Source: an optimization exercise on an open RTL-to-GDS flow (aim: small area and a short achievable clock period). Production flows keep margins and buffers that such runs may drop.
At most, simulation tests tie the RTL to the original design; equivalence was not proved.
Function not checked in run 4: the RTL went through the layout flow alone.
Power and IR drop assume default switching activity.

`flow/design.v`:
```
package ddr_mux_pkg;
	localparam int addr_width    = 32;
	localparam int data_width    = 32;
	localparam int num_ports     = 4;
	localparam int req_depth     = 4;
	localparam int tag_depth     = 33;
	typedef logic [addr_width-1:0] ddr_addr_t;
	typedef logic [data_width-1:0] ddr_data_t;
endpackage
`timescale 1ns/100ps
module sync_fifo #(
	parameter int width = 32
)
(
	input  logic             rst,
	input  logic             afi_phy_clk,
	input  logic [width-1:0] data,
	input  logic             req,
	input  logic             pop,
	output logic [width-1:0] q,
	output logic             ready,
	output logic             pending
);
	logic [width-1:0] mem [4];
	logic [1:0]       wr_ptr;
	logic [1:0]       rd_ptr;
	logic [2:0]       cnt;
	logic [2:0]       cnt_next;
	logic             push;
	assign push     = req && ready;
	assign cnt_next = cnt + {2'b0, push} - {2'b0, pop};
	assign q        = mem[rd_ptr];
	always_ff @(posedge afi_phy_clk)
	begin
		for (int k = 0; k < 4; k++)
		begin
			if (ready && wr_ptr == 2'(k))
			begin
				mem[k] <= data;
			end
		end
	end
	always_ff @(posedge afi_phy_clk)
	begin
		if (rst)
		begin
			wr_ptr  <= '0;
			rd_ptr  <= '0;
			cnt     <= '0;
			ready   <= 1'b1;
			pending <= 1'b0;
		end
		else
		begin
			wr_ptr  <= wr_ptr + {1'b0, push};
			rd_ptr  <= rd_ptr + {1'b0, pop};
			cnt     <= cnt_next;
			ready   <= (cnt_next != 3'd4);
			pending <= (cnt_next != 3'd0);
		end
	end
endmodule
`timescale 1ns/100ps
module port_arbiter
(
	input  logic                   rst,
	input  logic                   afi_phy_clk,
	input  logic                   local_init_done,
	input  logic                   local_ready,
	input  logic [1:0][63:0]       wr_head,
	input  ddr_mux_pkg::ddr_addr_t [1:0] rd_head,
	input  logic [3:0]             pending,
	output logic [3:0]             pop,
	output logic                   tag_push,
	output logic                   tag_hi,
	output ddr_mux_pkg::ddr_addr_t local_address,
	output ddr_mux_pkg::ddr_data_t local_wdata,
	output logic                   local_write_req,
	output logic                   local_read_req
);
	logic       cmd_hi;
	logic [3:0] last_mask;
	logic [3:0] avail;
	logic [1:0] pick;
	logic       any;
	assign last_mask[0] = local_write_req && !cmd_hi;
	assign last_mask[1] = local_read_req  && !cmd_hi;
	assign last_mask[2] = local_write_req &&  cmd_hi;
	assign last_mask[3] = local_read_req  &&  cmd_hi;
	assign avail = pending & ~last_mask;
	assign any   = |avail;
	always_comb
	begin
		if (avail[0])      pick = 2'd0;
		else if (avail[1]) pick = 2'd1;
		else if (avail[2]) pick = 2'd2;
		else               pick = 2'd3;
	end
	always_ff @(posedge afi_phy_clk)
	begin
		if (rst || !local_init_done)
		begin
			local_write_req <= 1'b0;
			local_read_req  <= 1'b0;
			pop             <= '0;
			tag_push        <= 1'b0;
		end
		else
		begin
			pop      <= '0;
			tag_push <= 1'b0;
			if (local_ready)
			begin
				local_write_req <= any && !pick[0];
				local_read_req  <= any &&  pick[0];
				pop[pick]       <= any;
				tag_push        <= any && pick[0];
			end
		end
	end
	always_ff @(posedge afi_phy_clk)
	begin
		if (local_ready)
		begin
			cmd_hi        <= pick[1];
			local_address <= pick[0] ? rd_head[pick[1]] : wr_head[pick[1]][63:32];
			local_wdata   <= wr_head[pick[1]][31:0];
		end
	end
	assign tag_hi = cmd_hi;
endmodule
`timescale 1ns/100ps
module read_return_router
(
	input  logic                   rst,
	input  logic                   afi_phy_clk,
	input  logic                   tag_push,
	input  logic                   tag_hi,
	input  ddr_mux_pkg::ddr_data_t local_rdata,
	input  logic                   local_rdata_valid,
	output ddr_mux_pkg::ddr_data_t rdata,
	output logic [1:0]             rport_data_valid
);
	logic [ddr_mux_pkg::tag_depth-1:0] tags;
	logic [5:0]                        tag_last;
	logic                              tag_q;
	assign tag_q = tags[tag_last];
	always_ff @(posedge afi_phy_clk)
	begin
		if (tag_push)
		begin
			tags <= {tags[ddr_mux_pkg::tag_depth-2:0], tag_hi};
		end
	end
	always_ff @(posedge afi_phy_clk)
	begin
		if (rst)
		begin
			tag_last         <= '1;
			rport_data_valid <= '0;
		end
		else
		begin
			tag_last         <= tag_last + {5'b0, tag_push} - {5'b0, local_rdata_valid};
			rport_data_valid <= {local_rdata_valid && tag_q, local_rdata_valid && !tag_q};
		end
	end
	always_ff @(posedge afi_phy_clk)
	begin
		rdata <= local_rdata;
	end
endmodule
`timescale 1ns/100ps
module mux_ddr_access
(
	input  logic                   rst,
	input  logic                   afi_phy_clk,
	input  ddr_mux_pkg::ddr_addr_t [1:0] wport_addr,
	input  ddr_mux_pkg::ddr_data_t [1:0] wport_data,
	input  logic [1:0]             wport_req,
	output logic [1:0]             wport_ready,
	input  ddr_mux_pkg::ddr_addr_t [1:0] rport_addr,
	input  logic [1:0]             rport_req,
	output logic [1:0]             rport_ready,
	output ddr_mux_pkg::ddr_data_t rport_data,
	output logic [1:0]             rport_data_valid,
	input  logic                   local_init_done,
	input  logic                   local_ready,
	input  ddr_mux_pkg::ddr_data_t local_rdata,
	input  logic                   local_rdata_valid,
	output ddr_mux_pkg::ddr_addr_t local_address,
	output ddr_mux_pkg::ddr_data_t local_wdata,
	output logic                   local_write_req,
	output logic                   local_read_req
);
	logic [1:0][63:0]             wr_head;
	ddr_mux_pkg::ddr_addr_t [1:0] rd_head;
	logic [3:0]                   pending;
	logic [3:0]                   pop;
	logic                         tag_push;
	logic                         tag_hi;
	for (genvar i = 0; i < 2; i++)
	begin : g_req
		sync_fifo #(.width(64)) wr_fifo_i (
			.rst         (rst),
			.afi_phy_clk (afi_phy_clk),
			.data        ({wport_addr[i], wport_data[i]}),
			.req         (wport_req[i]),
			.pop         (pop[2*i]),
			.q           (wr_head[i]),
			.ready       (wport_ready[i]),
			.pending     (pending[2*i])
		);
		sync_fifo #(.width(32)) rd_fifo_i (
			.rst         (rst),
			.afi_phy_clk (afi_phy_clk),
			.data        (rport_addr[i]),
			.req         (rport_req[i]),
			.pop         (pop[2*i+1]),
			.q           (rd_head[i]),
			.ready       (rport_ready[i]),
			.pending     (pending[2*i+1])
		);
	end
	port_arbiter port_arbiter_i (
		.rst             (rst),
		.afi_phy_clk     (afi_phy_clk),
		.local_init_done (local_init_done),
		.local_ready     (local_ready),
		.wr_head         (wr_head),
		.rd_head         (rd_head),
		.pending         (pending),
		.pop             (pop),
		.tag_push        (tag_push),
		.tag_hi          (tag_hi),
		.local_address   (local_address),
		.local_wdata     (local_wdata),
		.local_write_req (local_write_req),
		.local_read_req  (local_read_req)
	);
	read_return_router read_return_router_i (
		.rst               (rst),
		.afi_phy_clk       (afi_phy_clk),
		.tag_push          (tag_push),
		.tag_hi            (tag_hi),
		.local_rdata       (local_rdata),
		.local_rdata_valid (local_rdata_valid),
		.rdata             (rport_data),
		.rport_data_valid  (rport_data_valid)
	);
endmodule
`timescale 1ns/100ps
module ddr_port_mux
(
	input  logic        afi_phy_clk,
	input  logic        rst,
	input  logic [31:0] wport0_addr,
	input  logic [31:0] wport0_data,
	input  logic [31:0] wport2_addr,
	input  logic [31:0] wport2_data,
	input  logic [1:0]  wport_req,
	output logic [1:0]  wport_ready,
	input  logic [31:0] rport1_addr,
	input  logic [31:0] rport3_addr,
	input  logic [1:0]  rport_req,
	output logic [1:0]  rport_ready,
	output logic [31:0] rport1_data,
	output logic [31:0] rport3_data,
	output logic [1:0]  rport_data_valid,
	input  logic        local_init_done,
	input  logic        local_ready,
	input  logic [31:0] local_rdata,
	input  logic        local_rdata_valid,
	output logic [31:0] local_address,
	output logic [31:0] local_wdata,
	output logic        local_write_req,
	output logic        local_read_req
);
	ddr_mux_pkg::ddr_addr_t [ddr_mux_pkg::num_ports/2-1:0] wport_addr;
	ddr_mux_pkg::ddr_data_t [ddr_mux_pkg::num_ports/2-1:0] wport_data;
	ddr_mux_pkg::ddr_addr_t [ddr_mux_pkg::num_ports/2-1:0] rport_addr;
	ddr_mux_pkg::ddr_data_t rport_data;
	assign wport_addr[0] = wport0_addr;
	assign wport_addr[1] = wport2_addr;
	assign wport_data[0] = wport0_data;
	assign wport_data[1] = wport2_data;
	assign rport_addr[0] = rport1_addr;
	assign rport_addr[1] = rport3_addr;
	assign rport1_data   = rport_data;
	assign rport3_data   = rport_data;
	mux_ddr_access mux_ddr_access_i (
		.rst               (rst),
		.afi_phy_clk       (afi_phy_clk),
		.wport_addr        (wport_addr),
		.wport_data        (wport_data),
		.wport_req         (wport_req),
		.wport_ready       (wport_ready),
		.rport_addr        (rport_addr),
		.rport_req         (rport_req),
		.rport_ready       (rport_ready),
		.rport_data        (rport_data),
		.rport_data_valid  (rport_data_valid),
		.local_init_done   (local_init_done),
		.local_ready       (local_ready),
		.local_rdata       (local_rdata),
		.local_rdata_valid (local_rdata_valid),
		.local_address     (local_address),
		.local_wdata       (local_wdata),
		.local_write_req   (local_write_req),
		.local_read_req    (local_read_req)
	);
endmodule
```
`flow/constraint.sdc`:
```
create_clock -name core_clock -period 8.0 [get_ports {afi_phy_clk}]
set_input_delay 1.6000 -clock core_clock [delete_from_list [all_inputs] [get_ports {afi_phy_clk}]]
set_output_delay 1.6000 -clock core_clock [all_outputs]
set_load 0.01 [all_outputs]
```
`flow/config.mk`:
```
export PLATFORM = sky130hd
export DESIGN_NAME = ddr_port_mux
export DESIGN_NICKNAME = ddr_port_mux
export VERILOG_FILES = /design/flow/design.v
export SDC_FILE = /design/flow/constraint.sdc
export NUM_CORES = 4
export LEC_CHECK = 0
export CAP_MARGIN = 20
export CORE_MARGIN = 2
export CORE_UTILIZATION = 40
export SLEW_MARGIN = 20
```
`flow/run.sh`:
```
#!/bin/bash
# synth_recipe.tcl (not shown) runs the flow's synth.tcl, then flattens the netlist and writes it again
# the make line also repeats each setting of config.mk as NAME=value (left out here)
make -C /OpenROAD-flow-scripts/flow DESIGN_CONFIG=/design/flow/config.mk WORK_HOME=/design/flow/orfs CLKGATE_MAP_FILE= SYNTH_SCRIPT=/design/flow/synth_recipe.tcl finish
```
==> flow_summary.yaml, run 1 <==
detailed_routing:
  vias_per_cell: 5.111
  drtIter0Drc: 1090
  wl_per_cell_microns: 25.10
  drt_pass1_iterations: 9
  vias: 16507
  drc: 0
  wl_mm: 81.08
  drtAntennaViolNets: 0
job:
  max-cap-violations: 0
timing:
  whs_ns: 0.4353
  finalHoldViolCount: 0
  fin_crit_sh_pct: 41.09
  fin_setup_tns_ns: 0
  rsz0062_at_grt: "no"
  drv_slew: 0
  worst_pin_slew_ns: 1.008
  finalCriticalPeriod_ns: 3.287
  max_slew_margin_pct: 32.77
  fmax_mhz: 304.2
  fin_ws_ns: 4.713
  finClkSkew_ns: 0.02392
  setup_viol: 0
die:
  die_h_microns: 301.6
  row_count: 109
  start_util_pct: 40.21
  dieWidth_microns: 301.6
  ios: 369
  coreArea_sq_um: 88100
  die-area_sq_um: 90970
power:
  pwr_density_cell_nw_per_um2: 350.4
  p_leak_nw: 14.53
  ir_drop_uv: 273.8
  p_total_w: 0.01537
setup_path:
  cp_max_fo: 6
  path_cells: "clkdlybuf4s50_1"
  cp_data_required_time_ns: 6.40
  crit_path_start_kind: "flop"
  r2r-start: "mux_ddr_access_i.port_arbiter_i.cmd_hi$_DFFE_PP_"
  cp_slowest_cell: "clkdlybuf4s50_1"
  path_buf_inv: 1
  timing.rr.end: "mux_ddr_access_i.port_arbiter_i.local_address[30]$_DFFE_PP_"
  rr_worst_depth: 6
  max_stage_delay_ns: 0.59
  end_kind: "output pin"
  worst_ep_arrival_time_ns: 1.69
  crit_type: "flop to output pin"
  regToRegSetupSlack_ns: 4.92
  cp_top_family: "buffers and inverters"
global_route:
  antenna_found_initial: 25
  grt_pass1_wl_mm: 117.4
  overflow: 0
  gr-usage-all-layers_pct: 17.86
  grt_pass1_vias: 17661
  grt_max_degree: 46
layout:
  drive_gt1_share_pct: 21.55
  nets: 2234
  area_growth_pct: 23.81
  final_cells: 3230
synth:
  synth_area_sq_um: 35430
  ys_seq_area_share_pct: 78.09
  yosysMostFrequentCell: "edfxtp_1"
  ys.flop_type: "edfxtp_1"
  netlist_top_cells_area: "edfxtp_1, mux4_2, dfxtp_1"
  synth_top_cell_area_share_pct: 73.40
  syn_avg_cell_area_sq_um: 22.54
  synth-edff-count: 866
  synth_cell_type_count: 42
  synthesis.nets: 1834
  synth-seq-cells: 949
  ys_warn_count: 6
  async_flop_share_pct: 0
  synthCells: 1572
  yosysTopAreaCell: "edfxtp_1"
  ys_top_cells_by_count: "edfxtp_1, mux4_2, mux2i_1, dfxtp_1, buf_4"
place:
  placed_cells: 3032
  gp_congestion: 0.7457
  dpl_worst_slack_ns: 4.249
  port-buffer-count: 368
  hpwl_mm: 50.15
cts:
  cts_tree: "yes"
  cts_root_buf: "clkbuf_16"
  clk_latency_ns: 0.65
  path_clk_slew_ns: 0.06
  numCtsBuffers: 103
  postCtsSetupBuffers: 0
  cts.sinks: 949
  htreeDepth: 3
  cts_resized: 0
  clock_path_buffers: 3
  cts_hold_buf: 0
hold_path:
  worstHoldStart: "mux_ddr_access_i.read_return_router_i.tags[14]$_DFFE_PP_"
  hold_class: "flop to flop"
  hold_depth: 0
  whs_endpoint: "mux_ddr_access_i.read_return_router_i.tags[15]$_DFFE_PP_"
status:
  status: "no timing/DRC/antenna violations"
-- metal layers --
metal | track usage [%] | wire (microns)
met4 | 4.821 | 1763
met3 | 4.755 | 5482
met5 | 0 | 217
met1 | 23.22 | 33110
met2 | 29.74 | 40510
-- stage by stage --
stage | utilization [%] | cell area, sq um
2_1_floorplan | - | 35430
3_3_place_gp | 45.76 | 40310
3_5_place_dp | 45.76 | 40310
4_1_cts | 49.77 | 43850
5_1_grt | 49.79 | 43860
6_report | 49.79 | 43860
-- where the power goes --
part	total (W)	switching [W]	internal, W
Sequential	0.00713	0.000364	0.00677
Combinational	0.00341	0.00185	0.00156
Clock	0.00483	0.00189	0.00293
Total	0.0154	0.00411	0.0113
-- worst max path at each step --
stage          depth (start not counted)  slack [ns]                                                 start                                                      end
2_1_floorplan                          1        2.34  mux_ddr_access_i.g_req[0].wr_fifo_i.ready$_SDFF_PP1_  mux_ddr_access_i.g_req[0].wr_fifo_i.mem[0][0]$_DFFE_PP_
3_3_place_gp                          11        4.33                                          rport_req[0]     mux_ddr_access_i.g_req[0].rd_fifo_i.ready$_SDFF_PP1_
3_5_place_dp                          11        4.25                                          rport_req[0]     mux_ddr_access_i.g_req[0].rd_fifo_i.ready$_SDFF_PP1_
4_1_cts                                1        4.63  mux_ddr_access_i.g_req[0].wr_fifo_i.ready$_SDFF_PP1_                                           wport_ready[0]
5_1_grt                                1        4.62  mux_ddr_access_i.g_req[0].wr_fifo_i.ready$_SDFF_PP1_                                           wport_ready[0]
6_report                               1        4.71  mux_ddr_access_i.g_req[1].wr_fifo_i.ready$_SDFF_PP1_                                           wport_ready[1]
-- cell type report --
type,instances,area (sq um)
clock buffers,139,3014
inverters,28,105.1
clock inverters,54,526.8
well taps,1165,1458
flip-flops and latches,949,27690
repair buffers,397,3899
multi-input cells,493,7161
fillers,7112,44240
diodes,5,12.51
-- cell families after synthesis --
logic type / count (synthesis) / share of synthesized area [%]
multiplexers: 330 / 16.56
flip-flops: 949 / 78.09
adder cells (fa/ha/maj): 29 / 1.130
XOR/XNOR: 20 / 0.4944
AND/OR/NAND/NOR: 92 / 1.392
buffers and inverters: 130 / 1.907
AO/OA/AOI/OAI: 22 / 0.4238
-- state kept, by name, summed over array words and instances (netlist names), 2 cells and up --
name                                                    cells
mux_ddr_access_i.g_req.wr_fifo_i.ready                      2
mux_ddr_access_i.g_req.wr_fifo_i.mem                      512
mux_ddr_access_i.g_req.rd_fifo_i.wr_ptr                     4
mux_ddr_access_i.port_arbiter_i.local_address              32
mux_ddr_access_i.g_req.rd_fifo_i.rd_ptr                     4
mux_ddr_access_i.read_return_router_i.tags                 33
mux_ddr_access_i.g_req.rd_fifo_i.mem                      256
mux_ddr_access_i.g_req.wr_fifo_i.cnt                        6
mux_ddr_access_i.port_arbiter_i.local_wdata                32
mux_ddr_access_i.g_req.wr_fifo_i.wr_ptr                     4
mux_ddr_access_i.g_req.rd_fifo_i.ready                      2
mux_ddr_access_i.port_arbiter_i.pop                         4
mux_ddr_access_i.read_return_router_i.rport_data_valid      2
mux_ddr_access_i.g_req.wr_fifo_i.pending                    2
mux_ddr_access_i.read_return_router_i.tag_last              6
mux_ddr_access_i.g_req.rd_fifo_i.pending                    2
mux_ddr_access_i.g_req.wr_fifo_i.rd_ptr                     4
mux_ddr_access_i.g_req.rd_fifo_i.cnt                        6
mux_ddr_access_i.read_return_router_i.rdata                32
-- worst register-to-register path, delay by kind of cell, from the launching register on --
family          cells  cell delay, ns
compound gates      1            0.30
buf+inv             2            1.35
flops               1            0.43
mux                 2            0.65
simple gates        1            0.07
-- cell usage in the layout (no fill, tap or decap), drive strengths merged, types with 2 or more instances in the layout --
cell	n
edfxtp	866
clkdlybuf4s50	367
mux4	200
clkbuf	139
mux2i	98
dfxtp	83
clkinv	38
inv	33
mux2	32
buf	30
ha	24
nor2	24
nand2	19
nor2b	18
xnor2	17
bufinv	9
a21oi	8
and3	8
diode	5
nand2b	5
fa	5
nor3b	5
and3b	5
xor2	3
o21ai	3
a2111oi	3
o21bai	2
or2	2
clkinvlp	2
==> inputs of run 2 (changes only) <==
--- a/flow/config.mk
+++ b/flow/config.mk
@@ -9,3 +9,3 @@
 export CORE_MARGIN = 2
-export CORE_UTILIZATION = 40
+export CORE_UTILIZATION = 65
 export SLEW_MARGIN = 20
==> run 2 against run 1 <==
Compared with the run above:
- still clean
- wire length is 9.6% lower
- global-route usage is 8.8 points higher
- worst setup slack worse by 0.019 ns
- flip-flop and latch count is the same
- cell area shrank 3.2%
==> flow_summary.yaml, run 2 <==
status:
  status: "no timing/DRC/antenna violations"
hold_path:
  hold_class: "flop to flop"
  hold_depth: 0
power:
  pwr_density_cell_nw_per_um2: 340.8
  p_leak_nw: 14.13
  ir_drop_uv: 255.5
  p_total_w: 0.01447
synth:
  synthesis.nets: 1834
  ys_warn_count: 6
  ys.flop_type: "edfxtp_1"
  syn_avg_cell_area_sq_um: 22.54
  synthCells: 1572
  synth_top_cell_area_share_pct: 73.40
  synth-edff-count: 866
  ys_seq_area_share_pct: 78.09
  netlist_top_cells_area: "edfxtp_1, mux4_2, dfxtp_1"
  ys_top_cells_by_count: "edfxtp_1, mux4_2, mux2i_1, dfxtp_1, buf_4"
  yosysTopAreaCell: "edfxtp_1"
  synth_area_sq_um: 35430
  synth-seq-cells: 949
  yosysMostFrequentCell: "edfxtp_1"
  async_flop_share_pct: 0
  synth_cell_type_count: 42
global_route:
  gr-usage-all-layers_pct: 26.63
  grt_pass1_wl_mm: 108.5
  grt_pass1_vias: 17020
  overflow: 0
  grt_max_degree: 66
  antenna_found_initial: 19
setup_path:
  end_kind: "output pin"
  worst_ep_arrival_time_ns: 1.71
  cp_max_fo: 6
  rr_worst_depth: 6
  max_stage_delay_ns: 0.60
  cp_slowest_cell: "clkdlybuf4s50_1"
  cp_top_family: "buffers and inverters"
  cp_data_required_time_ns: 6.40
  crit_type: "flop to output pin"
  crit_path_start_kind: "flop"
  path_depth: 1
  path_buf_inv: 1
  path_cells: "clkdlybuf4s50_1"
  regToRegSetupSlack_ns: 5.00
timing:
  fin_ws_ns: 4.694
  fmax_mhz: 302.5
  fin_crit_sh_pct: 41.33
  rsz0062_at_grt: "no"
  setup_viol: 0
  finalCriticalPeriod_ns: 3.306
  finClkSkew_ns: 0.01968
  finalHoldViolCount: 0
  drv_slew: 0
  fin_setup_tns_ns: 0
  worst_pin_slew_ns: 1.129
  max_slew_margin_pct: 24.74
layout:
  final_cell_mix: "edfxtp_1, clkdlybuf4s50_1, mux4_2"
  largest_register_ffs: 512
  area_growth_pct: 19.88
  n_fill_cell: 2800
  drive_gt1_share_pct: 19.47
  nets: 2223
  layout_top_registers: "mux_ddr_access_i.g_req.wr_fifo_i.mem (512), mux_ddr_access_i.g_req.rd_fifo_i.mem (256), mux_ddr_access_i.read_return_router_i.tags (33)"
  top_register: "mux_ddr_access_i.g_req.wr_fifo_i.mem"
  layout_commonest_cell: "edfxtp_1"
die:
  dieWidth_microns: 237.5
  die_h_microns: 237.5
  coreArea_sq_um: 53810
  ios: 369
  row_count: 85
  die-area_sq_um: 56390
  start_util_pct: 65.84
detailed_routing:
  vias: 16778
  wl_per_cell_microns: 26.79
  drc: 0
  drtAntennaViolNets: 0
  drt_pass1_iterations: 5
  vias_per_cell: 6.130
  wl_mm: 73.32
  drtIter0Drc: 1589
cts:
  numCtsBuffers: 91
  htreeDepth: 3
  postCtsSetupBuffers: 0
  cts_root_buf: "clkbuf_16"
  clk_latency_ns: 0.64
  cts_tree: "yes"
  cts.sinks: 949
  cts_hold_buf: 0
  cts_resized: 0
  clock_path_buffers: 3
  path_clk_slew_ns: 0.06
job:
  max-cap-violations: 0
place:
  port-buffer-count: 368
  gp_congestion: 0.7742
  dpl_worst_slack_ns: 4.304
  hpwl_mm: 44.70
## run 2: worst paths after layout
path,start,endpoint
min,mux_ddr_access_i.read_return_router_i.tags[4]$_DFFE_PP_,mux_ddr_access_i.read_return_router_i.tags[5]$_DFFE_PP_
min reg2reg,mux_ddr_access_i.read_return_router_i.tags[4]$_DFFE_PP_,mux_ddr_access_i.read_return_router_i.tags[5]$_DFFE_PP_
max,mux_ddr_access_i.g_req[0].wr_fifo_i.ready$_SDFF_PP1_,wport_ready[0]
max reg2reg,mux_ddr_access_i.port_arbiter_i.cmd_hi$_DFFE_PP_,mux_ddr_access_i.port_arbiter_i.local_address[10]$_DFFE_PP_
## run 2: stage by stage
| stage | area, sq um | hold slack [ns] | utilization [%] | cells |
|---|---|---|---|---|
| floorplan | 35430 | 0.4172 | - | 1572 |
| global placement | 39720 | 0.4260 | 73.80 | 2564 |
| detailed placement | 39720 | 0.4351 | 73.80 | 2564 |
| CTS | 42460 | 0.4455 | 78.89 | 2730 |
| global route | 42470 | 0.4638 | 78.91 | 2734 |
| finish | 42470 | 0.4428 | 78.93 | 2737 |
## run 2: layout make-up
class | count | area (sq um) | share of cell area [%]
multi-input combinational | 493 | 7151 | 16.84
tap | 696 | 870.8 | 2.050
clock inverter | 45 | 285.3 | 0.6717
inverter | 28 | 105.1 | 0.2475
timing repair buffer | 398 | 3906 | 9.197
antenna | 7 | 17.52 | 0.04124
clock buffer | 121 | 2454 | 5.777
sequential | 949 | 27680 | 65.18
## run 2: cells by family (layout without fill, tap and decap cells)
logic type | Yosys count | in the layout | synth area share [%]
AO/OA/AOI/OAI | 22 | 22 | 0.4238
adder cells (fa/ha/maj) | 29 | 29 | 1.130
multiplexers | 330 | 330 | 16.56
flip-flops | 949 | 949 | 78.09
AND/OR/NAND/NOR | 92 | 92 | 1.392
buffers and inverters | 130 | 592 | 1.907
XOR/XNOR | 20 | 20 | 0.4944
other | 0 | 7 | 0
## run 2: power by group
part	internal, W	switching, W
logic	0.00156	0.00181
registers	0.00678	0.000389
clock network	0.00222	0.00173
total	0.0105	0.00392
## run 2: routing by layer
metal | global-route usage (%) | vias to the layer above | wire [microns]
met1 | 38.75 | 8796 | 29930
met5 | 0 | - | 156
li1 | - | 7211 | -
met3 | 6.805 | 140 | 5845
met2 | 41.42 | 605 | 35870
met4 | 6.937 | 26 | 1505
==> inputs of run 3 (changes only) <==
--- a/flow/config.mk
+++ b/flow/config.mk
@@ -10,2 +10,3 @@
 export CORE_UTILIZATION = 65
+export SETUP_SLACK_MARGIN = 5
 export SLEW_MARGIN = 20
==> run 3 against run 2 <==
Compared with the run above:
- still clean
- critical path depth is the same
- power grew 0.51%
- final cell count is essentially flat
- maximum frequency grew 12%
- sequential share of layout area shrank 0.13 points
- sequential power is essentially flat
- clock-buffer cell count shrank 8
- cell area grew 0.22%
- via count shrank 0.77%
- largest power group unchanged
==> flow_summary.yaml, run 3 <==
die:
  die_h_microns: 237.5
  dieWidth_microns: 237.5
  start_util_pct: 65.84
  row_count: 85
  coreArea_sq_um: 53810
  ios: 369
  die-area_sq_um: 56390
global_route:
  antenna_found_initial: 18
  grt_max_degree: 66
  grt_pass1_vias: 16980
  overflow: 0
  grt_pass1_wl_mm: 107.6
  gr-usage-all-layers_pct: 26.40
cts:
  cts_root_buf: "clkbuf_16"
  cts_tree: "yes"
  path_clk_slew_ns: 0.06
  cts.sinks: 949
  postCtsSetupBuffers: 0
  clock_path_buffers: 3
  cts_hold_buf: 0
  numCtsBuffers: 90
  clk_latency_ns: 0.65
  htreeDepth: 3
layout:
  layout_top_registers: "mux_ddr_access_i.g_req.wr_fifo_i.mem (512), mux_ddr_access_i.g_req.rd_fifo_i.mem (256), mux_ddr_access_i.read_return_router_i.tags (33)"
  fin_area_sq_um: 42570
  nets: 2221
  drive_gt1_share_pct: 21.60
  multi_input_area_sq_um: 7251
  utilization_pct: 79.10
  final_cell_mix: "edfxtp_1, clkdlybuf4s50_1, mux4_2"
  n_fill_cell: 2827
  top_register: "mux_ddr_access_i.g_req.wr_fifo_i.mem"
  final_cells: 2739
  regArea_sq_um: 27690
  area_growth_pct: 20.14
  layout_commonest_cell: "edfxtp_1"
  largest_register_ffs: 512
job:
  max-cap-violations: 0
timing:
  fmax_mhz: 337.6
  drv_slew: 0
  fin_crit_sh_pct: 37.02
  max_slew_margin_pct: 24.79
  fin_ws_ns: 5.038
  setup_viol: 0
  finalHoldViolCount: 0
  finalCriticalPeriod_ns: 2.962
  fin_setup_tns_ns: 0
  rsz0062_at_grt: "no"
  finClkSkew_ns: 0.01597
  worst_pin_slew_ns: 1.128
detailed_routing:
  vias_per_cell: 6.078
  drt_pass1_iterations: 5
  drc: 0
  vias: 16649
  drtAntennaViolNets: 0
  drtIter0Drc: 1410
  wl_per_cell_microns: 26.50
  wl_mm: 72.57
power:
  p_leak_nw: 14.39
  seq_power_share_pct: 49.4
  combPwrFrac_pct: 22.7
  ir_drop_uv: 256.5
  clock_power_share_pct: 27.9
  switching_share_pct: 27.42
  internal-power_w: 0.01056
  switching_power_w: 0.003989
  pwr_density_cell_nw_per_um2: 341.8
setup_path:
  cp_slowest_cell: "edfxtp_1"
  cp_max_fo: 1
  worst_ep_arrival_time_ns: 1.36
  crit_type: "flop to output pin"
  path_buf_inv: 1
  crit_path_start_kind: "flop"
  end_kind: "output pin"
  path_cells: "clkdlybuf4s15_1"
  cp_data_required_time_ns: 6.40
  cp_top_family: "flip-flops"
  max_stage_delay_ns: 0.44
synth:
  ys_seq_area_share_pct: 78.09
  netlist_top_cells_area: "edfxtp_1, mux4_2, dfxtp_1"
  syn_avg_cell_area_sq_um: 22.54
  synthCells: 1572
  ys_top_cells_by_count: "edfxtp_1, mux4_2, mux2i_1, dfxtp_1, buf_4"
  synth-seq-cells: 949
  yosysTopAreaCell: "edfxtp_1"
  synth_top_cell_area_share_pct: 73.40
  ys_warn_count: 6
  async_flop_share_pct: 0
  yosysMostFrequentCell: "edfxtp_1"
  synth_cell_type_count: 42
  ys.flop_type: "edfxtp_1"
  synth-edff-count: 866
  synthesis.nets: 1834
  synth_area_sq_um: 35430
place:
  dpl_worst_slack_ns: 4.292
  placed_cell_area_sq_um: 39790
  placed_cells: 2563
  port-buffer-count: 368
  gp_congestion: 0.7842
  hpwl_mm: 44.50
hold_path:
  hold_class: "flop to flop"
status:
  status: "no timing/DRC/antenna violations"
run 3: worst paths after layout:
kind / startpoint / endpoint / slack [ns] / cells past startpoint
min reg2reg: mux_ddr_access_i.read_return_router_i.tags[21]$_DFFE_PP_ / mux_ddr_access_i.read_return_router_i.tags[22]$_DFFE_PP_ / 0.44 / 0
min: mux_ddr_access_i.read_return_router_i.tags[21]$_DFFE_PP_ / mux_ddr_access_i.read_return_router_i.tags[22]$_DFFE_PP_ / 0.44 / 0
max: mux_ddr_access_i.port_arbiter_i.local_wdata[22]$_DFFE_PP_ / local_wdata[22] / 5.04 / 1
max reg2reg: mux_ddr_access_i.port_arbiter_i.cmd_hi$_DFFE_PP_ / mux_ddr_access_i.port_arbiter_i.local_address[23]$_DFFE_PP_ / 5.25 / 5
run 3: timing repair:
action                                 CTS  global route
setup endpoints to repair              153            40
resized for setup                      174            26
pin swaps                                1             4
endpoints found under the hold margin    0             0
run 3: cell families (layout without fill, tap and decap cells):
kind of cell / count (synthesis) / count (layout) / share of synthesized area [%]
adders and majority gates: 29 / 29 / 1.130
other: 0 / 11 / 0
buffers and inverters: 130 / 590 / 1.907
DFF: 949 / 949 / 78.09
AOI/OAI and AO/OA: 22 / 22 / 0.4238
muxes: 330 / 330 / 16.56
xor gates and xnor gates: 20 / 20 / 0.4944
and+or+nand+nor: 92 / 92 / 1.392
run 3: layer usage:
layer | global-route usage [%] | up-vias | part of all wire, %
li1 | - | 7207 | -
met1 | 38.30 | 8658 | 41
met2 | 40.32 | 646 | 48
met3 | 7.351 | 116 | 8.8
met4 | 7.719 | 22 | 2.3
met5 | 0 | - | 0.20
run 3: cell type report:
cell class | count | share of cell area (%)
Sequential cell | 949 | 65.05
Tap cell | 696 | 2.046
Antenna cell | 11 | 0.06467
Timing Repair Buffer | 397 | 8.889
Inverter | 28 | 0.2528
Clock buffer | 113 | 5.591
Clock inverter | 52 | 1.073
Multi-Input combinational cell | 493 | 17.03
run 3: stage by stage:
stage | hold slack [ns] | total power [W]
after detailed placement | 0.4298 | 0.01068
final | 0.4387 | 0.01455
after floorplan | 0.4172 | 0.009233
after global routing | 0.4507 | 0.01514
after CTS | 0.4422 | 0.01464
after global placement | 0.4253 | 0.01054
run 3: power groups by stage:
stage	Sequential [W]	Clock [W]	Combinational, W
6_report	0.00719	0.00406	0.00330
4_1_cts	0.00720	0.00413	0.00330
3_3_place_gp	0.00722	0	0.00332
3_5_place_dp	0.00729	0	0.00339
5_1_grt	0.00729	0.00432	0.00353
2_1_floorplan	0.00719	0	0.00204
==> inputs of run 4 (changes only) <==
--- a/flow/design.v
+++ b/flow/design.v
@@ -27,6 +27,8 @@
 	logic [2:0]       cnt;
-	logic [2:0]       cnt_next;
+	logic [2:0]       cnt_push;
+	logic [2:0]       cnt_hold;
 	logic             push;
 	assign push     = req && ready;
-	assign cnt_next = cnt + {2'b0, push} - {2'b0, pop};
+	assign cnt_push = pop ? cnt : cnt + 3'd1;
+	assign cnt_hold = pop ? cnt - 3'd1 : cnt;
 	assign q        = mem[rd_ptr];
@@ -54,7 +56,16 @@
 		begin
-			wr_ptr  <= wr_ptr + {1'b0, push};
-			rd_ptr  <= rd_ptr + {1'b0, pop};
-			cnt     <= cnt_next;
-			ready   <= (cnt_next != 3'd4);
-			pending <= (cnt_next != 3'd0);
+			rd_ptr <= rd_ptr + {1'b0, pop};
+			if (push)
+			begin
+				wr_ptr  <= wr_ptr + 2'd1;
+				cnt     <= cnt_push;
+				ready   <= (cnt_push != 3'd4);
+				pending <= 1'b1;
+			end
+			else
+			begin
+				cnt     <= cnt_hold;
+				ready   <= (cnt_hold != 3'd4);
+				pending <= (cnt_hold != 3'd0);
+			end
 		end
@@ -146,3 +157,7 @@
 	logic                              tag_q;
+	logic [5:0]                        last_keep;
+	logic [5:0]                        last_pop;
 	assign tag_q = tags[tag_last];
+	assign last_keep = tag_push ? tag_last + 6'd1 : tag_last;
+	assign last_pop  = tag_push ? tag_last : tag_last - 6'd1;
 	always_ff @(posedge afi_phy_clk)
@@ -163,3 +178,3 @@
 		begin
-			tag_last         <= tag_last + {5'b0, tag_push} - {5'b0, local_rdata_valid};
+			tag_last         <= local_rdata_valid ? last_pop : last_keep;
 			rport_data_valid <= {local_rdata_valid && tag_q, local_rdata_valid && !tag_q};
==> run 4 against run 3 <==
Compared with the run above:
- wire length up 2.7%
- power down 22%
- still clean on timing, DRC and antenna
- via count up 3.4%
- largest power group unchanged
==> flow_summary.yaml, run 4 <==
synth:
  ys.flop_type: "edfxtp_1"
  synthesis.nets: 1923
  yosysMostFrequentCell: "edfxtp_1"
  synth-seq-cells: 949
  syn_avg_cell_area_sq_um: 21.72
  ys_seq_area_share_pct: 76.97
  synth-edff-count: 866
  ys_top_cells_by_count: "edfxtp_1, mux4_2, mux2i_1, dfxtp_1, clkbuf_1"
  yosysTopAreaCell: "edfxtp_1"
  async_flop_share_pct: 0
  synth_cell_type_count: 54
  netlist_top_cells_area: "edfxtp_1, mux4_2, dfxtp_1"
  synth_area_sq_um: 35940
  synth_top_cell_area_share_pct: 72.35
  synthCells: 1655
  ys_warn_count: 6
cts:
  cts_root_buf: "clkbuf_16"
  numCtsBuffers: 92
  htreeDepth: 3
  path_clk_slew_ns: 0.06
  cts_hold_buf: 0
  clk_latency_ns: 0.64
  cts_tree: "yes"
  cts.sinks: 949
  clock_path_buffers: 3
layout:
  layout_commonest_cell: "edfxtp_1"
  final_cell_mix: "edfxtp_1, clkdlybuf4s50_1, mux4_2"
  layout_top_registers: "mux_ddr_access_i.g_req.wr_fifo_i.mem (512), mux_ddr_access_i.g_req.rd_fifo_i.mem (256), mux_ddr_access_i.read_return_router_i.tags (33)"
  drive_gt1_share_pct: 19.55
  fin_area_sq_um: 42910
  largest_register_ffs: 512
  top_register: "mux_ddr_access_i.g_req.wr_fifo_i.mem"
  area_growth_pct: 19.39
  nets: 2303
setup_path:
  worst_ep_arrival_time_ns: 1.37
  cp_max_fo: 1
  max_stage_delay_ns: 0.46
  cp_data_required_time_ns: 6.40
  path_cells: "clkdlybuf4s15_2"
  cp_slowest_cell: "edfxtp_1"
  crit_path_start_kind: "flop"
  crit_type: "flop to output pin"
  path_buf_inv: 1
  end_kind: "output pin"
  cp_top_family: "flip-flops"
global_route:
  grt_pass1_wl_mm: 109.8
  grt_pass1_vias: 17329
  gr-usage-all-layers_pct: 26.55
  overflow: 0
  grt_max_degree: 66
  antenna_found_initial: 15
timing:
  rsz0062_at_grt: "no"
  max_slew_margin_pct: 25.78
  worst_pin_slew_ns: 1.113
  finalHoldViolCount: 0
  fmax_mhz: 337.2
  fin_setup_tns_ns: 0
  setup_viol: 0
  fin_crit_sh_pct: 37.07
  whs_ns: 0.4371
  finClkSkew_ns: 0.02296
  finalCriticalPeriod_ns: 2.966
  drv_slew: 0
power:
  p_leak_nw: 14.50
  ir_drop_uv: 236.5
  pwr_density_cell_nw_per_um2: 265.6
  p_total_w: 0.01140
detailed_routing:
  vias: 17216
  wl_mm: 74.51
  drc: 0
  drt_pass1_iterations: 5
  vias_per_cell: 6.088
  drtAntennaViolNets: 0
  drtIter0Drc: 1254
  wl_per_cell_microns: 26.35
die:
  ios: 369
  row_count: 86
  dieWidth_microns: 239.2
  coreArea_sq_um: 54880
  die_h_microns: 239.2
  start_util_pct: 65.50
  die-area_sq_um: 57200
place:
  hpwl_mm: 45.09
  port-buffer-count: 368
  gp_congestion: 0.7712
  placed_cell_area_sq_um: 40140
job:
  max-cap-violations: 0
hold_path:
  hold_class: "flop to flop"
status:
  status: "no timing/DRC/antenna violations"
## run 4: changes by cell type after synthesis, sizes merged, moves of 6 or more
cell,previous run,this run
ha,24,34
and2,1,17
a31oi,0,6
nor3,0,6
a21oi,8,14
nand3,0,13
clkbuf,31,39
nor2b,18,6
nand2,19,27
o21ai,3,13
## run 4: cell type report
type,instances,area [sq um]
clock inverter,42,307.8
sequential,949,27690
fill,2972,11960
inverter,29,108.9
antenna,11,27.53
tap,704,880.8
multi-input combinational,570,7616
timing repair buffer,393,3766
clock buffer,130,2517
## run 4: report_power, final
part	internal (W)	switching (W)
sequential	0.00591	0.000160
combinational	0.000600	0.000686
clock	0.00230	0.00175
## run 4: path summary, 6_finish.rpt
| path | start | to | slack (ns) | depth (start not counted) |
|---|---|---|---|---|
| min | mux_ddr_access_i.read_return_router_i.tags[10]$_DFFE_PP_ | mux_ddr_access_i.read_return_router_i.tags[11]$_DFFE_PP_ | 0.44 | 0 |
| max | mux_ddr_access_i.port_arbiter_i.local_address[26]$_DFFE_PP_ | local_address[26] | 5.03 | 1 |
| max reg2reg | mux_ddr_access_i.port_arbiter_i.cmd_hi$_DFFE_PP_ | mux_ddr_access_i.port_arbiter_i.local_read_req$_SDFFE_PP0P_ | 5.17 | 7 |
| min reg2reg | mux_ddr_access_i.read_return_router_i.tags[10]$_DFFE_PP_ | mux_ddr_access_i.read_return_router_i.tags[11]$_DFFE_PP_ | 0.44 | 0 |
## run 4: timing repair
item | CTS | global route
endpoints found under the setup margin | 145 | 12
buffers inserted | 1 | 0
gates resized for setup | 169 | 10
endpoints found under the hold margin | 0 | 0
## run 4: metrics by stage
step | setup WS (ns) | util, % | cells
after detailed placement | 4.426 | 73.14 | 2642
after CTS | 4.997 | 78.06 | 2815
after floorplan | 5.253 | - | 1655
after global placement | 4.519 | 73.14 | 2642
after global routing | 5.001 | 78.16 | 2819
final | 5.034 | 78.20 | 2828
## run 4: cells by family after synthesis
family,after synthesis,share of synthesized area [%]
flops,949,76.97
xor+xnor,25,0.6092
mux,332,16.43
fa+ha+maj,35,1.239
simple gates,119,1.727
compound gates,59,1.110
buf+inv,136,1.915
## run 4: per-layer routing
metal | wire [microns] | global-route usage (%)
met1 | 30280 | 38.54
met2 | 36940 | 41.84
met3 | 5945 | 6.501
met4 | 1226 | 5.966
met5 | 122 | 0
==> inputs of run 5 (changes only) <==
--- a/flow/design.v
+++ b/flow/design.v
@@ -14,18 +14,17 @@
 (
-	input  logic             rst,
-	input  logic             afi_phy_clk,
-	input  logic [width-1:0] data,
-	input  logic             req,
-	input  logic             pop,
-	output logic [width-1:0] q,
-	output logic             ready,
-	output logic             pending
+	input  logic                  rst,
+	input  logic                  afi_phy_clk,
+	input  logic [width-1:0]      data,
+	input  logic                  req,
+	input  logic                  pop,
+	output logic [3:0][width-1:0] slots,
+	output logic [3:0]            head,
+	output logic                  ready,
+	output logic                  pending
 );
-	logic [width-1:0] mem [4];
-	logic [1:0]       wr_ptr;
-	logic [1:0]       rd_ptr;
-	logic [2:0]       cnt;
-	logic [2:0]       cnt_push;
-	logic [2:0]       cnt_hold;
-	logic             push;
+	logic [3:0] wr_sel;
+	logic [2:0] cnt;
+	logic [2:0] cnt_push;
+	logic [2:0] cnt_hold;
+	logic       push;
 	assign push     = req && ready;
@@ -33,3 +32,2 @@
 	assign cnt_hold = pop ? cnt - 3'd1 : cnt;
-	assign q        = mem[rd_ptr];
 	always_ff @(posedge afi_phy_clk)
@@ -38,5 +36,5 @@
 		begin
-			if (ready && wr_ptr == 2'(k))
+			if (ready && wr_sel[k])
 			begin
-				mem[k] <= data;
+				slots[k] <= data;
 			end
@@ -48,4 +46,4 @@
 		begin
-			wr_ptr  <= '0;
-			rd_ptr  <= '0;
+			wr_sel  <= 4'b0001;
+			head    <= 4'b0001;
 			cnt     <= '0;
@@ -56,6 +54,9 @@
 		begin
-			rd_ptr <= rd_ptr + {1'b0, pop};
+			if (pop)
+			begin
+				head <= {head[2:0], head[3]};
+			end
 			if (push)
 			begin
-				wr_ptr  <= wr_ptr + 2'd1;
+				wr_sel  <= {wr_sel[2:0], wr_sel[3]};
 				cnt     <= cnt_push;
@@ -80,4 +81,5 @@
 	input  logic                   local_ready,
-	input  logic [1:0][63:0]       wr_head,
-	input  ddr_mux_pkg::ddr_addr_t [1:0] rd_head,
+	input  logic [1:0][3:0][63:0]  wr_slots,
+	input  logic [1:0][3:0][31:0]  rd_slots,
+	input  logic [3:0][3:0]        head,
 	input  logic [3:0]             pending,
@@ -96,2 +98,5 @@
 	logic       any;
+	logic [3:0] pick_oh;
+	ddr_mux_pkg::ddr_addr_t next_address;
+	ddr_mux_pkg::ddr_data_t next_wdata;
 	assign last_mask[0] = local_write_req && !cmd_hi;
@@ -109,2 +114,22 @@
 	end
+	assign pick_oh[0] = avail[0];
+	assign pick_oh[1] = !avail[0] && avail[1];
+	assign pick_oh[2] = !avail[0] && !avail[1] && avail[2];
+	assign pick_oh[3] = !avail[0] && !avail[1] && !avail[2];
+	always_comb
+	begin
+		next_address = '0;
+		next_wdata   = '0;
+		for (int i = 0; i < 2; i++)
+		begin
+			for (int k = 0; k < 4; k++)
+			begin
+				next_address = next_address
+					| ({32{pick_oh[2*i]   && head[2*i][k]}}   & wr_slots[i][k][63:32])
+					| ({32{pick_oh[2*i+1] && head[2*i+1][k]}} & rd_slots[i][k]);
+				next_wdata   = next_wdata
+					| ({32{(pick[1] == 1'(i)) && head[2*i][k]}} & wr_slots[i][k][31:0]);
+			end
+		end
+	end
 	always_ff @(posedge afi_phy_clk)
@@ -136,4 +161,4 @@
 			cmd_hi        <= pick[1];
-			local_address <= pick[0] ? rd_head[pick[1]] : wr_head[pick[1]][63:32];
-			local_wdata   <= wr_head[pick[1]][31:0];
+			local_address <= next_address;
+			local_wdata   <= next_wdata;
 		end
@@ -210,4 +235,5 @@
 );
-	logic [1:0][63:0]             wr_head;
-	ddr_mux_pkg::ddr_addr_t [1:0] rd_head;
+	logic [1:0][3:0][63:0]        wr_slots;
+	logic [1:0][3:0][31:0]        rd_slots;
+	logic [3:0][3:0]              head;
 	logic [3:0]                   pending;
@@ -224,3 +250,4 @@
 			.pop         (pop[2*i]),
-			.q           (wr_head[i]),
+			.slots       (wr_slots[i]),
+			.head        (head[2*i]),
 			.ready       (wport_ready[i]),
@@ -234,3 +261,4 @@
 			.pop         (pop[2*i+1]),
-			.q           (rd_head[i]),
+			.slots       (rd_slots[i]),
+			.head        (head[2*i+1]),
 			.ready       (rport_ready[i]),
@@ -244,4 +272,5 @@
 		.local_ready     (local_ready),
-		.wr_head         (wr_head),
-		.rd_head         (rd_head),
+		.wr_slots        (wr_slots),
+		.rd_slots        (rd_slots),
+		.head            (head),
 		.pending         (pending),
==> run 5 against run 4 <==
Compared with the run above:
- clock-buffer cell count down 11
- power down 2.7%
- critical endpoint is now mux_ddr_access_i.port_arbiter_i.local_address[31]$_DFFE_PP_
- still clean
- global-route usage up 4.4 points
- utilization up 0.86 points
- flip-flop and latch count up 16
- register-to-register slack worse by 0.33 ns
- maximum frequency down 6.1%
- sequential power down 2%
- clock skew up 0.0058 ns
- clock power up 5.4%
- synthesized cell count up 19%
==> flow_summary.yaml, run 5 <==
status:
  status: "no timing/DRC/antenna violations"
global_route:
  grt_pass1_wl_mm: 126.7
  antenna_found_initial: 28
  gr-usage-all-layers_pct: 30.94
  grt_pass1_vias: 20107
  overflow: 0
  grt_max_degree: 65
place:
  gp_congestion: 0.8107
  hpwl_mm: 49.32
  port-buffer-count: 368
  placed_cell_area_sq_um: 38710
  placed_cells: 2881
cts:
  cts.sinks: 965
  cts_tree: "yes"
  htreeDepth: 3
  cts_root_buf: "clkbuf_16"
  path_clk_slew_ns: 0.06
  cts_hold_buf: 0
  clk_latency_ns: 0.64
  clock_path_buffers: 3
  numCtsBuffers: 90
synth:
  synth_top_cell_area_share_pct: 74.92
  syn_avg_cell_area_sq_um: 17.68
  ys.flop_type: "edfxtp_1"
  netlist_top_cells_area: "edfxtp_1, dfxtp_1, a22oi_1"
  synth_area_sq_um: 34710
  synthesis.nets: 2210
  synth_cell_type_count: 53
  synth-edff-count: 866
  synth-seq-cells: 965
  ys_top_cells_by_count: "edfxtp_1, a22oi_1, clkbuf_1, dfxtp_1, nand2_1"
  synthCells: 1963
  yosysMostFrequentCell: "edfxtp_1"
  async_flop_share_pct: 0
  ys_warn_count: 4
  ys_seq_area_share_pct: 80.63
  yosysTopAreaCell: "edfxtp_1"
timing:
  finClkSkew_ns: 0.02878
  rsz0062_at_grt: "yes"
  drv_slew: 0
  fin_setup_tns_ns: 0
  worst_pin_slew_ns: 1.145
  max_slew_margin_pct: 23.65
  whs_ns: 0.4442
  fin_crit_sh_pct: 39.48
  setup_viol: 0
  finalCriticalPeriod_ns: 3.158
  finalHoldViolCount: 0
  fmax_mhz: 316.6
setup_path:
  crit_type: "flop to flop"
  worst_ep_arrival_time_ns: 3.48
  rr_worst_depth: 6
  cp_max_fo: 32
  cp_data_required_time_ns: 8.32
  crit_path_start_kind: "flop"
  end_kind: "flop"
layout:
  layout_commonest_cell: "edfxtp_1"
  nets: 2532
  largest_register_ffs: 512
  top_register: "mux_ddr_access_i.g_req.wr_fifo_i.slots"
  regArea_sq_um: 28000
  layout_top_registers: "mux_ddr_access_i.g_req.wr_fifo_i.slots (512), mux_ddr_access_i.g_req.rd_fifo_i.slots (256), mux_ddr_access_i.read_return_router_i.tags (33)"
  n_fill_cell: 2874
  final_cell_mix: "edfxtp_1, clkdlybuf4s50_1, a22oi_1"
  drive_gt1_share_pct: 9.372
  area_growth_pct: 19.93
  fin_area_sq_um: 41630
  final_cells: 3066
  multi_input_area_sq_um: 5959
power:
  p_total_w: 0.01109
  ir_drop_uv: 219.5
  p_leak_nw: 13.87
  combPwrFrac_pct: 8.2
  seq_power_share_pct: 53.4
  switching_share_pct: 21.92
  pwr_density_cell_nw_per_um2: 266.4
  internal-power_w: 0.008661
  switching_power_w: 0.002431
  clock_power_share_pct: 38.4
detailed_routing:
  vias_per_cell: 6.549
  wl_mm: 85.90
  drc: 0
  drtIter0Drc: 2695
  drt_pass1_iterations: 7
  wl_per_cell_microns: 28.02
  drtAntennaViolNets: 0
  vias: 20079
die:
  row_count: 84
  start_util_pct: 65.92
  dieWidth_microns: 235.1
  ios: 369
  die-area_sq_um: 55270
  die_h_microns: 235.1
  coreArea_sq_um: 52660
job:
  max-cap-violations: 0
hold_path:
  hold_class: "flop to flop"
  hold_depth: 0
## run 5: what timing repair did
action                                  4_1_cts  5_1_grt
endpoints found under the setup margin      138       31
pin swaps                                     0        2
setup buffers                                 0        0
cloned                                        0        0
gates resized for setup                     146       26
## run 5: cell type report
class                           instances  area share, %
Tap cell                              688          2.068
Inverter                               21         0.1893
Antenna cell                           20         0.1202
Timing Repair Buffer                  399          8.980
Multi-Input combinational cell        808          14.31
Clock buffer                          119          5.945
Clock inverter                         46          1.136
Sequential cell                       965          67.25
## run 5: metrics by stage
stage                     util, %  worst slack (ns)
after floorplan                 -             5.028
after global placement      73.51             4.315
after detailed placement    73.51             4.274
after CTS                   78.81             4.958
after global routing        79.02             4.863
final                       79.06             4.842
## run 5: layer usage
layer	global-route usage (%)	vias up	share of wire, %
met2	48.04	1198	48
li1	-	8686	-
met3	9.557	147	12
met5	0	-	0.15
met1	42.47	10028	38
met4	10.16	20	2.4
## run 5: path summary, 6_finish.rpt
| kind | start | to | slack (ns) |
|---|---|---|---|
| worst max-delay path | mux_ddr_access_i.port_arbiter_i.cmd_hi$_DFFE_PP_ | mux_ddr_access_i.port_arbiter_i.local_address[31]$_DFFE_PP_ | 4.84 |
| worst min-delay path | mux_ddr_access_i.read_return_router_i.tags[14]$_DFFE_PP_ | mux_ddr_access_i.read_return_router_i.tags[15]$_DFFE_PP_ | 0.44 |
| worst max register to register | mux_ddr_access_i.port_arbiter_i.cmd_hi$_DFFE_PP_ | mux_ddr_access_i.port_arbiter_i.local_address[31]$_DFFE_PP_ | 4.84 |
| worst min register to register | mux_ddr_access_i.read_return_router_i.tags[14]$_DFFE_PP_ | mux_ddr_access_i.read_return_router_i.tags[15]$_DFFE_PP_ | 0.44 |
## run 5: worst max-delay path: stages (launching register included)
cell,delay [ns]
edfxtp_1,0.52
nand2b_4,0.22
and3_2,0.52
a222oi_1,0.44
o21ai_0,0.15
a21oi_1,0.77
o2111ai_1,0.23
## run 5: logic make-up (layout without fill, tap and decap cells)
family / after synthesis / after routing / synth area share, %
xor gates and xnor gates: 20 / 20 / 0.5046
adders and majority gates: 14 / 14 / 0.5263
muxes: 29 / 29 / 1.240
and+or+nand+nor: 239 / 239 / 3.396
other: 0 / 20 / 0
DFF: 965 / 965 / 80.63
AOI/OAI and AO/OA: 506 / 506 / 11.13
buffers and inverters: 190 / 585 / 2.581
## run 5: power groups by stage
stage / combinational (W) / sequential (W) / clock (W)
detailed placement: 0.000929 / 0.00602 / 0
CTS: 0.000890 / 0.00592 / 0.00430
floorplan: 0.000417 / 0.00602 / 0
global placement: 0.000910 / 0.00601 / 0
global route: 0.000967 / 0.00594 / 0.00450
finish: 0.000907 / 0.00592 / 0.00426
==> inputs of run 6 (changes only) <==
--- a/flow/config.mk
+++ b/flow/config.mk
@@ -10,2 +10,4 @@
 export CORE_UTILIZATION = 65
+export CTS_CLUSTER_DIAMETER = 60
+export CTS_CLUSTER_SIZE = 30
 export SETUP_SLACK_MARGIN = 5
==> run 6 against run 5 <==
Compared with the run above:
- utilization fell by 2.4 points
- first-iteration DRC count fell by 3.9%
- synthesized area did not move
- sequential share of layout area rose by 2.1 points
- largest power group unchanged
- via count fell by 2.4%
- global-route usage fell by 0.79 points
- register-to-register slack improved by 0.32 ns
==> flow_summary.yaml, run 6 <==
setup_path:
  end_kind: "output pin"
  path_depth: 1
  crit_type: "flop to output pin"
  rr_worst_depth: 6
  cp_data_required_time_ns: 6.40
  cp_max_fo: 1
  path_buf_inv: 1
  cp_slowest_cell: "edfxtp_1"
  path_cells: "dlygate4sd2_1"
  crit_path_start_kind: "flop"
  cp_top_family: "flip-flops"
  worst_ep_arrival_time_ns: 1.37
  max_stage_delay_ns: 0.43
cts:
  cts_tree: "yes"
  clk_latency_ns: 0.64
  cts_root_buf: "clkbuf_16"
  numCtsBuffers: 49
  cts.sinks: 965
  clock_path_buffers: 3
  cts_hold_buf: 0
  htreeDepth: 2
  path_clk_slew_ns: 0.11
die:
  coreArea_sq_um: 52660
  dieWidth_microns: 235.1
  die-area_sq_um: 55270
  die_h_microns: 235.1
  row_count: 84
  start_util_pct: 65.92
  ios: 369
timing:
  fin_setup_tns_ns: 0
  rsz0062_at_grt: "yes"
  setup_viol: 0
  fmax_mhz: 336.7
  fin_crit_sh_pct: 37.13
  finClkSkew_ns: 0.02632
  drv_slew: 0
  finalCriticalPeriod_ns: 2.970
  finalHoldViolCount: 0
  max_slew_margin_pct: 22.70
  worst_pin_slew_ns: 1.159
place:
  gp_congestion: 0.8107
  hpwl_mm: 49.32
  placed_cell_area_sq_um: 38710
  port-buffer-count: 368
detailed_routing:
  drtAntennaViolNets: 0
  wl_per_cell_microns: 28.16
  vias_per_cell: 6.566
  drtIter0Drc: 2589
  vias: 19592
  drt_pass1_iterations: 9
  wl_mm: 84.03
  drc: 0
layout:
  fin_area_sq_um: 40350
  drive_gt1_share_pct: 7.149
  nets: 2491
  top_register: "mux_ddr_access_i.g_req.wr_fifo_i.slots"
  area_growth_pct: 16.25
  layout_top_registers: "mux_ddr_access_i.g_req.wr_fifo_i.slots (512), mux_ddr_access_i.g_req.rd_fifo_i.slots (256), mux_ddr_access_i.read_return_router_i.tags (33)"
  largest_register_ffs: 512
  n_fill_cell: 3049
  layout_commonest_cell: "edfxtp_1"
  final_cell_mix: "edfxtp_1, clkdlybuf4s50_1, a22oi_1"
synth:
  ys.flop_type: "edfxtp_1"
  syn_avg_cell_area_sq_um: 17.68
  synth_area_sq_um: 34710
  synthesis.nets: 2210
  ys_seq_area_share_pct: 80.63
  ys_warn_count: 4
  async_flop_share_pct: 0
  synth-edff-count: 866
  synthCells: 1963
  synth_top_cell_area_share_pct: 74.92
  yosysTopAreaCell: "edfxtp_1"
  netlist_top_cells_area: "edfxtp_1, dfxtp_1, a22oi_1"
  synth_cell_type_count: 53
  yosysMostFrequentCell: "edfxtp_1"
  ys_top_cells_by_count: "edfxtp_1, a22oi_1, clkbuf_1, dfxtp_1, nand2_1"
  synth-seq-cells: 965
job:
  max-cap-violations: 0
power:
  internal-power_w: 0.007454
  ir_drop_uv: 251.5
  p_leak_nw: 13.24
  pwr_density_cell_nw_per_um2: 242.7
  seq_power_share_pct: 60.3
  switching_power_w: 0.002341
  switching_share_pct: 23.90
  clock_power_share_pct: 30.5
  combPwrFrac_pct: 9.2
global_route:
  grt_pass1_wl_mm: 123.6
  overflow: 0
  grt_pass1_vias: 19348
  antenna_found_initial: 25
  grt_max_degree: 65
  gr-usage-all-layers_pct: 30.15
status:
  status: "no timing/DRC/antenna violations"
hold_path:
  hold_depth: 0
  hold_class: "flop to flop"
## run 6: cell families after synthesis
family | after synthesis | synth area share (%)
buffers and inverters | 190 | 2.581
and+or+nand+nor | 239 | 3.396
xor gates and xnor gates | 20 | 0.5046
DFF | 965 | 80.63
AOI/OAI and AO/OA | 506 | 11.13
adders and majority gates | 14 | 0.5263
muxes | 29 | 1.240
## run 6: routing by layer
metal  vias to the layer above  global-route usage [%]  routed length [microns]
li1                       8563                       -                        -
met1                      9965                   42.06                    33410
met2                       912                   47.75                    40180
met3                       134                   7.810                     8320
met4                        18                   8.861                     2011
met5                         -                       0                      115
## run 6: power by group through the flow
| stage | Clock (W) | Sequential, W | Combinational (W) |
|---|---|---|---|
| after global routing | 0.00319 | 0.00594 | 0.000962 |
| after detailed placement | 0 | 0.00602 | 0.000929 |
| after floorplan | 0 | 0.00602 | 0.000417 |
| after CTS | 0.00302 | 0.00591 | 0.000889 |
| after global placement | 0 | 0.00601 | 0.000910 |
| final | 0.00299 | 0.00591 | 0.000898 |
## run 6: final timing paths
| check | slack (ns) | to | start |
|---|---|---|---|
| max | 5.03 | local_wdata[5] | mux_ddr_access_i.port_arbiter_i.local_wdata[5]$_DFFE_PP_ |
| min reg2reg | 0.45 | mux_ddr_access_i.read_return_router_i.tags[14]$_DFFE_PP_ | mux_ddr_access_i.read_return_router_i.tags[13]$_DFFE_PP_ |
| min | 0.45 | mux_ddr_access_i.read_return_router_i.tags[14]$_DFFE_PP_ | mux_ddr_access_i.read_return_router_i.tags[13]$_DFFE_PP_ |
| max reg2reg | 5.16 | mux_ddr_access_i.port_arbiter_i.local_address[0]$_DFFE_PP_ | mux_ddr_access_i.port_arbiter_i.cmd_hi$_DFFE_PP_ |
## run 6: through the flow
stage	hold slack (ns)	instances	utilization (%)	power, W	worst slack, ns
2_1_floorplan	0.4172	1963	-	0.006436	5.028
3_3_place_gp	0.4217	2881	73.51	0.006921	4.315
3_5_place_dp	0.4284	2881	73.51	0.006954	4.274
4_1_cts	0.4522	2968	76.49	0.009820	4.930
5_1_grt	0.4607	2978	76.61	0.01008	4.974
6_report	0.4508	2984	76.64	0.009795	5.030
## run 6: repair_timing
item / in CTS / in global routing
buffers inserted: 0 / 0
endpoints found under the setup margin: 138 / 26
gates resized for setup: 152 / 11
pin swaps: 0 / 1
## run 6: cell type report
type,count,area [sq um],share of cell area (%)
Sequential cell,965,28000,69.38
Timing Repair Buffer,399,3746,9.283
Inverter,21,78.83,0.1953
Tap cell,688,860.8,2.133
Clock inverter,33,465.4,1.153
Antenna cell,16,40.04,0.09922
Clock buffer,54,1255,3.110
Multi-Input combinational cell,808,5912,14.65
==> inputs of run 7 (changes only) <==
==> flow/flow/run.sh (new file) <==
#!/bin/bash
# standard layout with a tighter setup margin for repair_timing, small port buffers and free resizing
set -euo pipefail
bash standard.sh SETUP_SLACK_MARGIN=5.7 "BUFFER_PORTS_ARGS=-buffer_cell sky130_fd_sc_hd__buf_1" MATCH_CELL_FOOTPRINT=0 finish > standard_flow.log 2>&1
==> flow/standard.sh (new file) <==
#!/bin/bash
# synth_recipe.tcl (not shown) runs the flow's synth.tcl, then flattens the netlist and writes it again
# the make line also repeats each setting of config.mk as NAME=value (left out here)
make -C /OpenROAD-flow-scripts/flow DESIGN_CONFIG=/design/flow/config.mk WORK_HOME=/design/flow/orfs CLKGATE_MAP_FILE= SYNTH_SCRIPT=/design/flow/synth_recipe.tcl "${@:-finish}"
removed: flow/run.sh
==> run 7 against run 6 <==
Compared with the run above:
- critical endpoint is now local_address[30]
- die area unchanged
- synthesized cell count stayed put
- power up 0.83%
- global-route usage rose by 1.6 points
- clock skew increased by 0.015 ns
- critical path type unchanged
- wire length grew 8.6%
- still clean
- maximum frequency increased by 3.3%
- hold slack got worse by 0.0082 ns
- synthesized area stayed put
- cell area decreased by 0.80%
==> flow_summary.yaml, run 7 <==
cts:
  clock_path_buffers: 3
  numCtsBuffers: 48
  cts_root_buf: "clkbuf_16"
  htreeDepth: 2
  clk_latency_ns: 0.65
  path_clk_slew_ns: 0.09
  cts_tree: "yes"
  cts.sinks: 965
power:
  ir_drop_uv: 267.7
  p_leak_nw: 13.01
  pwr_density_cell_nw_per_um2: 246.7
  p_total_w: 0.009876
die:
  ios: 369
  die-area_sq_um: 55270
  dieWidth_microns: 235.1
  coreArea_sq_um: 52660
  start_util_pct: 65.92
  die_h_microns: 235.1
  row_count: 84
synth:
  synth_cell_type_count: 53
  syn_avg_cell_area_sq_um: 17.68
  ys_warn_count: 4
  async_flop_share_pct: 0
  synth_area_sq_um: 34710
  ys.flop_type: "edfxtp_1"
  netlist_top_cells_area: "edfxtp_1, dfxtp_1, a22oi_1"
  synth-edff-count: 866
  yosysMostFrequentCell: "edfxtp_1"
  yosysTopAreaCell: "edfxtp_1"
  synthesis.nets: 2210
  ys_seq_area_share_pct: 80.63
  synth_top_cell_area_share_pct: 74.92
  synthCells: 1963
  ys_top_cells_by_count: "edfxtp_1, a22oi_1, clkbuf_1, dfxtp_1, nand2_1"
  synth-seq-cells: 965
setup_path:
  cp_top_family: "flip-flops"
  end_kind: "output pin"
  crit_path_start_kind: "flop"
  max_stage_delay_ns: 0.47
  cp_max_fo: 1
  path_cells: "clkbuf_2"
  cp_slowest_cell: "edfxtp_1"
  worst_ep_arrival_time_ns: 1.28
  crit_type: "flop to output pin"
  path_buf_inv: 1
  cp_data_required_time_ns: 6.40
global_route:
  antenna_found_initial: 22
  gr-usage-all-layers_pct: 31.75
  grt_max_degree: 61
  grt_pass1_wl_mm: 129.5
  grt_pass1_vias: 19524
  overflow: 0
layout:
  nets: 2534
  top_register: "mux_ddr_access_i.g_req.wr_fifo_i.slots"
  drive_gt1_share_pct: 19.60
  multi_input_area_sq_um: 6654
  n_fill_cell: 3095
  largest_register_ffs: 512
  final_cell_mix: "edfxtp_1, buf_1, a22oi_1"
  fin_area_sq_um: 40030
  layout_top_registers: "mux_ddr_access_i.g_req.wr_fifo_i.slots (512), mux_ddr_access_i.g_req.rd_fifo_i.slots (256), mux_ddr_access_i.read_return_router_i.tags (33)"
  area_growth_pct: 15.32
  layout_commonest_cell: "edfxtp_1"
  regArea_sq_um: 28060
timing:
  fmax_mhz: 347.6
  setup_viol: 0
  finalCriticalPeriod_ns: 2.877
  worst_pin_slew_ns: 1.091
  fin_setup_tns_ns: 0
  finalHoldViolCount: 0
  fin_ws_ns: 5.123
  max_slew_margin_pct: 27.29
  drv_slew: 0
  rsz0062_at_grt: "yes"
  fin_crit_sh_pct: 35.96
  finClkSkew_ns: 0.04169
detailed_routing:
  drc: 0
  drt_pass1_iterations: 6
  vias: 20253
  drtAntennaViolNets: 0
  wl_mm: 91.29
  wl_per_cell_microns: 30.08
  vias_per_cell: 6.673
  drtIter0Drc: 2691
job:
  max-cap-violations: 0
hold_path:
  hold_class: "flop to flop"
place:
  gp_congestion: 0.8069
  dpl_worst_slack_ns: 4.558
  placed_cell_area_sq_um: 36500
  port-buffer-count: 368
  hpwl_mm: 49.32
status:
  status: "no timing/DRC/antenna violations"
==> run 7: changes by cell type in the layout (fill, tap and decap cells not counted), sizes merged, moves of 7 or more <==
| cell | delta |
|---|---|
| clkbuf | +48 |
| clkdlybuf4s15 | -7 |
| dlygate4sd2 | -129 |
| clkdlybuf4s50 | -229 |
| and3 | +8 |
| and2 | +8 |
| buf | +342 |
==> run 7: layer usage <==
| layer | GRT usage [%] | up-vias | share of wire [%] |
|---|---|---|---|
| met5 | 0 | - | 0.077 |
| met4 | 9.014 | 12 | 2.6 |
| met3 | 6.649 | 147 | 11 |
| met2 | 49.72 | 1206 | 48 |
| met1 | 46.14 | 10194 | 38 |
| li1 | - | 8694 | - |
==> run 7: cell type report <==
| class | instances | area share [%] |
|---|---|---|
| antenna | 21 | 0.1313 |
| inverter | 21 | 0.2250 |
| multi-input combinational | 826 | 16.62 |
| tap | 688 | 2.150 |
| clock inverter | 36 | 1.116 |
| timing repair buffer | 425 | 6.467 |
| clock buffer | 53 | 3.179 |
| sequential | 965 | 70.11 |
==> run 7: power by group <==
| group | total, W | internal [W] | switching [W] |
|---|---|---|---|
| registers | 0.00594 | 0.00580 | 0.000133 |
| logic | 0.000940 | 0.000343 | 0.000597 |
| clock network | 0.00300 | 0.00132 | 0.00168 |
==> run 7: cell families after synthesis <==
logic type,share of synthesized area (%)
muxes,1.240
DFF,80.63
and+or+nand+nor,3.396
adders and majority gates,0.5263
AOI/OAI and AO/OA,11.13
xor gates and xnor gates,0.5046
buffers and inverters,2.581
==> run 7: path summary, 6_finish.rpt <==
check | startpoint | endpoint | slack [ns] | cells past startpoint
setup / recovery | mux_ddr_access_i.port_arbiter_i.local_address[30]$_DFFE_PP_ | local_address[30] | 5.12 | 1
hold / removal | mux_ddr_access_i.read_return_router_i.tags[27]$_DFFE_PP_ | mux_ddr_access_i.read_return_router_i.tags[28]$_DFFE_PP_ | 0.44 | 0
setup reg to reg | mux_ddr_access_i.port_arbiter_i.cmd_hi$_DFFE_PP_ | mux_ddr_access_i.port_arbiter_i.local_address[30]$_DFFE_PP_ | 5.52 | 8
hold reg to reg | mux_ddr_access_i.read_return_router_i.tags[27]$_DFFE_PP_ | mux_ddr_access_i.read_return_router_i.tags[28]$_DFFE_PP_ | 0.44 | 0
==> run 7: stage by stage <==
stage	std cells	util, %	hold slack [ns]
2_1_floorplan	1963	-	0.4172
3_3_place_gp	2878	69.32	0.4251
3_5_place_dp	2878	69.32	0.4233
4_1_cts	2998	75.06	0.4455
5_1_grt	3025	75.97	0.4599
6_report	3035	76.02	0.4426
==> run 7: timing repair <==
action / 4_1_cts / 5_1_grt
gates cloned: 10 / 8
hold buffers: 0 / 0
resized for setup: 412 / 107
pin swaps: 20 / 55
setup buffers: 21 / 8
setup endpoints to repair: 256 / 208

what the ideal ports hide:
Ports are ideal in the flow. The routed layouts listed here were re-timed in OpenROAD.
Step 1, drivers: a clkbuf_16 drives afi_phy_clk and a buf_2 each remaining input, both assumed.
Step 2, shift: input delay + t, output delay - t, t = (earliest + latest rising clock arrival at the registers) / 2. This alone moves slack from input paths to output paths.
Slacks: ideal ports / drivers / drivers and shift; pairs: ideal ports / drivers.
run	t, ns	slack for setup (ns)	worst hold slack (ns)
run 1	0.692	4.713 / 4.653 / 4.264	0.435 / 0.435 / 0.435
run 2	0.693	4.694 / 4.632 / 4.285	0.443 / 0.443 / 0.443
run 3	0.701	5.038 / 4.977 / 4.397	0.439 / 0.439 / 0.439
run 4	0.692	5.034 / 4.971 / 4.643	0.437 / 0.437 / 0.437
run 5	0.686	4.842 / 4.842 / 4.520	0.444 / 0.444 / 0.444
run 6	0.680	5.030 / 4.968 / 4.529	0.451 / 0.451 / 0.451
run 7	0.695	5.123 / 5.058 / 4.925	0.443 / 0.443 / 0.443
After both steps every run listed still meets setup and hold. The setup slack of run 3, which loses most, moves by -0.061 ns with the drivers and by -0.641 ns with both steps.
